Source: an optimization exercise on an open RTL-to-GDS flow (aim: small area, a short achievable clock period and few clock cycles per item). Production flows keep margins and buffers that such runs may drop. Function was checked by simulation only, so behaviour that the tests miss may differ from the original.

## nn_accel
module nn_accel (
    input  logic         clk_i,
    input  logic         rst_i,
    input  logic         cmd_strobe_i,
    input  logic [31:0]  cmd_addr_i,
    output logic         mem_req_strobe_o,
    output logic         mem_req_rw_o,
    output logic [31:0]  mem_req_addr_o,
    output logic [31:0]  mem_req_wdata_o,
    input  logic         mem_rsp_ready_i,
    input  logic [127:0] mem_rsp_line_i,
    output logic         done_o,
    output logic [31:0]  class_o
);
Size: roughly 7700 cells after synthesis, about 1600 flip-flops, about 260 I/O pins, roughly 90000 µm² of cells after synthesis.
export LEC_CHECK = 0
export CAP_MARGIN = 20
export CORE_MARGIN = 2
export CORE_UTILIZATION = 55
export SLEW_MARGIN = 20
create_clock -name core_clock -period 12.0 [get_ports {clk_i}]
standard.sh (not shown) runs the stock make flow with config.mk's settings and CLKGATE_MAP_FILE= SYNTH_SCRIPT=/design/flow/synth_recipe.tcl, a recipe that flattens the netlist after the stock synthesis.
==> flow/flow/run.sh <==
#!/bin/bash
set -euo pipefail
export SETUP_SLACK_MARGIN=8
export BUFFER_PORTS_ARGS="-buffer_cell sky130_fd_sc_hd__buf_4"
export CTS_ARGS="-sink_clustering_enable -repair_clock_nets -dont_use_dummy_load"
bash standard.sh > standard_flow.log 2>&1
Testbench counts at the start, summed over its fixed seeds: cycles 89,033, inferences 48.
Change:
--- a/flow/design.v
+++ b/flow/design.v
@@ -2640,21 +2640,15 @@
     logic          arm_hdr_q;     
     logic          arm_siz_q;     
     logic          arm_last_q;    
     logic          pr_v;          
     logic [1:0]    pr_kind;
     logic          pr_last;
     logic [FD-1:0] pr_sl;         
-    logic signed [FW+1:0] credit_q;   
-    logic          f_can;         
-    logic          spec_use;      
-    logic          sm_pend_q;     
-    logic [MW-1:0] sm_q;
-    logic [FW-1:0] sm_sl_q;
-    logic          spec;          
+    logic [FW:0]   credit_q;      
     logic [FW-1:0] rp_q;          
     logic          done_q;
     logic          idle_q;
     logic          accept;
     logic          issue;
     logic          pop;
     assign mem_req_strobe_o = strobe_q;
@@ -2767,18 +2761,17 @@
             {c_ok_q, c_hf_q, c_hb_q, c_tlo_q, c_thi_q, c_base_q, c_inok_q, c_lstep_q} <=
                 c_upd_g ? ce_g : (c_upd_s ? ce_s : ce_r);
         end
     end
     assign rem_c    = m_q - j0_q;
     assign gnew_c   = (rem_c > 7'(K)) ? 4'(K) : rem_c[3:0];
     assign f_req    = item_in_q ? c_inok_q : c_ok_q;
-    assign w_go     = !pr_v && wact_q && (wprio_q || !f_req || !f_can || fs_q != F_STEP);
+    assign w_go     = !pr_v && wact_q && (wprio_q || !f_req || (credit_q == '0 && !pop) || fs_q != F_STEP);
     assign w_lastg  = ({1'b0, wk_q} == wg_q - 4'd1);
-    assign f_can    = (credit_q > 0) || (credit_q == 0 && (pop || spec));
-    assign f_prep   = (fs_q == F_STEP) && f_req && !pr_v && !w_go && f_can;
+    assign f_prep   = (fs_q == F_STEP) && f_req && !pr_v && !w_go && (credit_q != '0 || pop);
     assign f_adv    = (fs_q == F_STEP) && (!f_req || f_prep);
     assign step_end = !item_in_q && ({1'b0, k_q} == g_q - 4'd1);
     assign ginit_go = (fs_q == F_GINIT) && gtok_q != 2'd2;
     assign meta_c   = item_in_q ? {fgp_q, 1'b0, KW'(0), wpar_q, 2'b00, 2'd0, 2'd0, 1'b0, 1'b0}
                                 : {fgp_q, 1'b1, k_q, c_base_q, c_tlo_q, c_thi_q, c_hf_q, c_hb_q};
     assign new_prep = w_go || f_prep;
     always_comb begin
@@ -2882,22 +2875,15 @@
         end
         if (f_prep) begin
             addr_q  <= item_in_q ? {il_c[29:2], 2'b00} : {a_q[29:2], 2'b00};
             rw_q    <= 1'b0;
             pr_kind <= RK_LINE;
             pr_last <= 1'b0;
             for (int i = 0; i < FD; i++) pr_sl[i] <= (rp_q == FW'(i));
-            if (!spec_use) smeta_q[rp_q] <= meta_c;    
-        end
-        if (spec_use) begin
-            sm_q    <= meta_c;
-            sm_sl_q <= rp_q;
-        end
-        if (sm_pend_q) begin
-            smeta_q[sm_sl_q] <= sm_q;                  
+            smeta_q[rp_q] <= meta_c;
         end
         if (am_v_q) begin
             if (am_j_q == 6'd0 || wdata_q[30:0] > best_q) begin
                 best_q <= wdata_q[30:0];
                 bidx_q <= am_j_q;
             end
         end
@@ -2973,36 +2959,30 @@
     assign hline = slot_q[hp_q];
     assign hmeta = smeta_q[hp_q];
     assign {htag, htype, hk, hbase, htlo, hthi, hhf, hhb} = hmeta;
     assign tcur  = started_q ? t_q : htlo;
     assign hok   = sv_q[hp_q] && (!htype || (htag == cgp_q && (!wact_q || hk < wk_q)));
     assign op_v  = hok && htype;
     assign pop   = hok && (!htype || tcur == hthi);
-    assign spec  = credit_q == 0 && op_v && (hthi - tcur == 2'd1);
-    assign spec_use = f_prep && credit_q == 0 && !pop;
-    always_ff @(posedge clk_i) begin
-        if (rst_i) sm_pend_q <= 1'b0;
-        else       sm_pend_q <= spec_use;
-    end
     assign complete = gval_q[cgp_q] && rows_done_q == gsz_q[cgp_q] && !wact_q;
     always_ff @(posedge clk_i) begin
         for (int i = 0; i < FD; i++) begin
-            if (arm_slot_q[i] && !sv_q[i]) slot_q[i] <= mem_rsp_line_i;    
+            if (arm_slot_q[i]) slot_q[i] <= mem_rsp_line_i;    
         end
         if (sv_q[hp_q] && !htype) begin
             for (int j = 0; j < 4; j++) win_q[{hbase[2], 2'(j)}] <= hline[32*j +: 32];
         end
         if (op_v) t_q <= tcur + 2'd1;
     end
     always_ff @(posedge clk_i) begin
         if (rst_i) begin
             sv_q        <= '0;
             rp_q        <= '0;
             hp_q        <= '0;
-            credit_q    <= (FW+2)'(FD);
+            credit_q    <= (FW+1)'(FD);
             started_q   <= 1'b0;
             cgp_q       <= 1'b0;
             gval_q      <= 2'b00;
             rows_done_q <= 4'd0;
         end else begin
             for (int i = 0; i < FD; i++) begin
                 if (mem_rsp_ready_i && arm_slot_q[i]) sv_q[i] <= 1'b1;
@@ -3010,15 +2990,15 @@
             if (pop) begin
                 sv_q[hp_q] <= 1'b0;
                 hp_q       <= (hp_q == FW'(FD-1)) ? '0 : hp_q + 1'b1;
             end
             if (f_prep && !item_in_q || f_prep && item_in_q) begin
                 rp_q <= (rp_q == FW'(FD-1)) ? '0 : rp_q + 1'b1;
             end
-            credit_q <= credit_q + (FW+2)'(pop) - (FW+2)'(f_prep);
+            credit_q <= credit_q + (FW+1)'(pop) - (FW+1)'(f_prep);
             if (op_v) started_q <= !pop;
             if (ginit_go) gval_q[fgp_q] <= 1'b1;
             if (complete) begin
                 gval_q[cgp_q] <= 1'b0;
                 cgp_q         <= !cgp_q;
                 rows_done_q   <= 4'd0;
             end else if (row_done) begin
What happened: Via count fell by 1.1%; routed wire length went up by 3.8%; hold slack got worse by 13 ps; first-iteration DRC count fell by 0.69%; final cell count went down by 2.4%; die area came out lower by 1.9%.
Testbench counts after the change, summed over its fixed seeds: cycles 89,877, inferences 48.

---

## 02-01
Another version of the RTL of nn_accel (not shown whole).
Size in the first run: about 7600 cells after synthesis, roughly 1600 flip-flops.
==> flow/design.v (excerpt) <==
module nn_accel (
    input  logic         clk_i,
    input  logic         rst_i,
    input  logic         cmd_strobe_i,
    input  logic [31:0]  cmd_addr_i,
    output logic         mem_req_strobe_o,
    output logic         mem_req_rw_o,
    output logic [31:0]  mem_req_addr_o,
    output logic [31:0]  mem_req_wdata_o,
    input  logic         mem_rsp_ready_i,
    input  logic [127:0] mem_rsp_line_i,
    output logic         done_o,
    output logic [31:0]  class_o
);
clock: 12.0 ns
lec_check: 0
cap_margin: 20
core_margin: 2
core_utilization: 55
slew_margin: 20
Scripts as last shown in full above: flow/flow/run.sh
Per the final summary, 02-01 finished and its layout is clean on timing, DRC and antenna.
Testbench counts of 02-01, summed over its fixed seeds: cycles 91,273, inferences 48.
Input changes introduced in 12-28 (baseline for comparison: 02-01):
--- a/flow/design.v
+++ b/flow/design.v
@@ -2665,29 +2665,28 @@
     logic [6:0]    n_q;            
     logic [6:0]    m_q;            
     logic [6:0]    j0_q;           
     logic [3:0]    g_q;            
     logic [29:0]   p_q;            
     logic [29:0]   r0_q;           
     logic [29:0]   arow0_q;        
     logic [29:0]   a_q;            
-    logic [29:0]   il_c;           
+    logic [27:0]   il_q;           
     logic signed [7:0] b_q;        
     logic          wpar_q;         
     logic          fst_q;          
     logic [KW-1:0] k_q;
     logic          item_in_q;      
     logic          fgp_q;          
     logic [1:0]    gtok_q;         
     logic [3:0]    gsz_q [2];      
     logic [1:0]    gval_q;         
     logic          last_layer;
     assign last_layer = ({1'b0, l_q} == nl_q - 3'd1);
-    assign il_c       = p_q + {{22{b_q[7]}}, b_q};
     logic          wact_q;
     logic [KW-1:0] wk_q;           
     logic [3:0]    wg_q;
     logic [29:0]   wa_q;           
     logic [6:0]    wj_q;           
     logic          wprio_q;        
     logic [127:0]  slot_q  [FD];
     logic [MW-1:0] smeta_q [FD];
@@ -2852,17 +2851,17 @@
             wk_q    <= wk_q + 1'b1;
             am_j_q  <= wj_q[5:0];
         end
         if (complete) begin
             wk_q <= '0;
             wg_q <= gsz_q[cgp_q];
         end
         if (f_prep) begin
-            addr_q  <= item_in_q ? {il_c[29:2], 2'b00} : {a_q[29:2], 2'b00};
+            addr_q  <= item_in_q ? {il_q, 2'b00} : {a_q[29:2], 2'b00};
             rw_q    <= 1'b0;
             pr_kind <= RK_LINE;
             pr_last <= 1'b0;
             for (int i = 0; i < FD; i++) pr_sl[i] <= (rp_q == FW'(i));
             smeta_q[rp_q] <= meta_c;
         end
         if (am_v_q) begin
             if (am_j_q == 6'd0 || wdata_q[30:0] > best_q) begin
@@ -2890,30 +2889,32 @@
                     wa_q <= p_q + 30'(n_q);
                     wj_q <= 7'd0;
                 end
                 g_q          <= gnew_c;
                 gsz_q[fgp_q] <= gnew_c;
                 b_q          <= -$signed({6'd0, p_q[1:0]});
                 wpar_q       <= 1'b0;
                 fst_q        <= 1'b1;
+                il_q         <= p_q[29:2];
                 arow0_q      <= r0_q - 30'(p_q[1:0]);
                 a_q          <= r0_q - 30'(p_q[1:0]);
                 k_q          <= '0;
                 item_in_q    <= 1'b1;
             end
             F_STEP: if (f_adv) begin
                 if (item_in_q) begin
                     item_in_q <= 1'b0;
                 end else begin
                     if (fst_q) r0_q <= r0_q + 30'(n_q) + 30'd1;
                     if (step_end) begin
                         b_q       <= b_q + 8'sd4;
                         wpar_q    <= !wpar_q;
                         fst_q     <= 1'b0;
+                        il_q      <= il_q + 28'd1;
                         arow0_q   <= arow0_q + 30'd4;
                         a_q       <= arow0_q + 30'd4;
                         k_q       <= '0;
                         item_in_q <= 1'b1;
                         if (c_lstep_q) j0_q <= j0_q + 7'(g_q);
                     end else begin
                         k_q <= k_q + 1'b1;
                         a_q <= a_q + 30'(n_q) + 30'd1;
Findings:
- When 12-28 is measured against 02-01, its number of buffers outside the clock class in the layout turns out 39 lower.
- Proportion of cell area occupied by registers: 12-28 higher than 02-01
- Starting density of the core delta (12-28 -> 02-01): insignificant
- Flip-flop and latch count (higher): 12-28
- 02-01 → 12-28: die footprint about even; worst setup slack rose 0.092 ns.
- In summary, 12-28 completed successfully, with a layout that passed the timing, design-rule and antenna checks.
- Cell area | 12-28 vs 02-01 | 12-28 smaller
- Compared with 02-01, 12-28 shows a compound-cell area share of the yosys netlist that is 0.26 points lower.
- The end of the critical path comes out c_thi_q[1] in one run and c_hb_q in the other, namely in 02-01 and 12-28 respectively.
- Higher worst hold-check slack was reported by 02-01, not 12-28.
- Cmp 12-28 vs 02-01: register-to-register setup slack higher in 12-28
- Summary of 12-28 over 02-01: final-layout clock-cell area share was more or less identical; antenna cell count now larger.
Testbench counts of 12-28, summed over its fixed seeds: cycles 91,273, inferences 48.

[port drivers added, routing unchanged]
The results above use ideal ports. As a check the final layouts listed here were re-extracted and re-timed, cells and wires unchanged. Step 1, drivers: a clkbuf_16 drives clk_i and a buf_2 each remaining input, both assumed. Step 2 times the ports against the registers' clock, not the clock port: input delays grow and output delays shrink by t, the midpoint of the rising clock arrivals with the driver on. Slacks: ideal / step 1 / step 2; pairs: ideal / step 1.
run	shift t [ns]	setup WS [ns]	worst register clock-pin slew, ns	cell pins on the clock port's net
the first run of note 1	0.856	8.029 / 7.940 / 7.890	0.06 / 0.06	1
the second run of note 1	0.871	8.036 / 7.983 / 8.036	0.06 / 0.06	1
02-01	0.858	7.859 / 7.859 / 7.859	0.06 / 0.06	1
12-28	0.864	7.951 / 7.951 / 7.563	0.06 / 0.06	1
After both steps every run listed still meets setup and hold. For 12-28, which loses most, drivers alone change the setup slack by 0.000 ns; drivers and shift together by -0.388 ns.
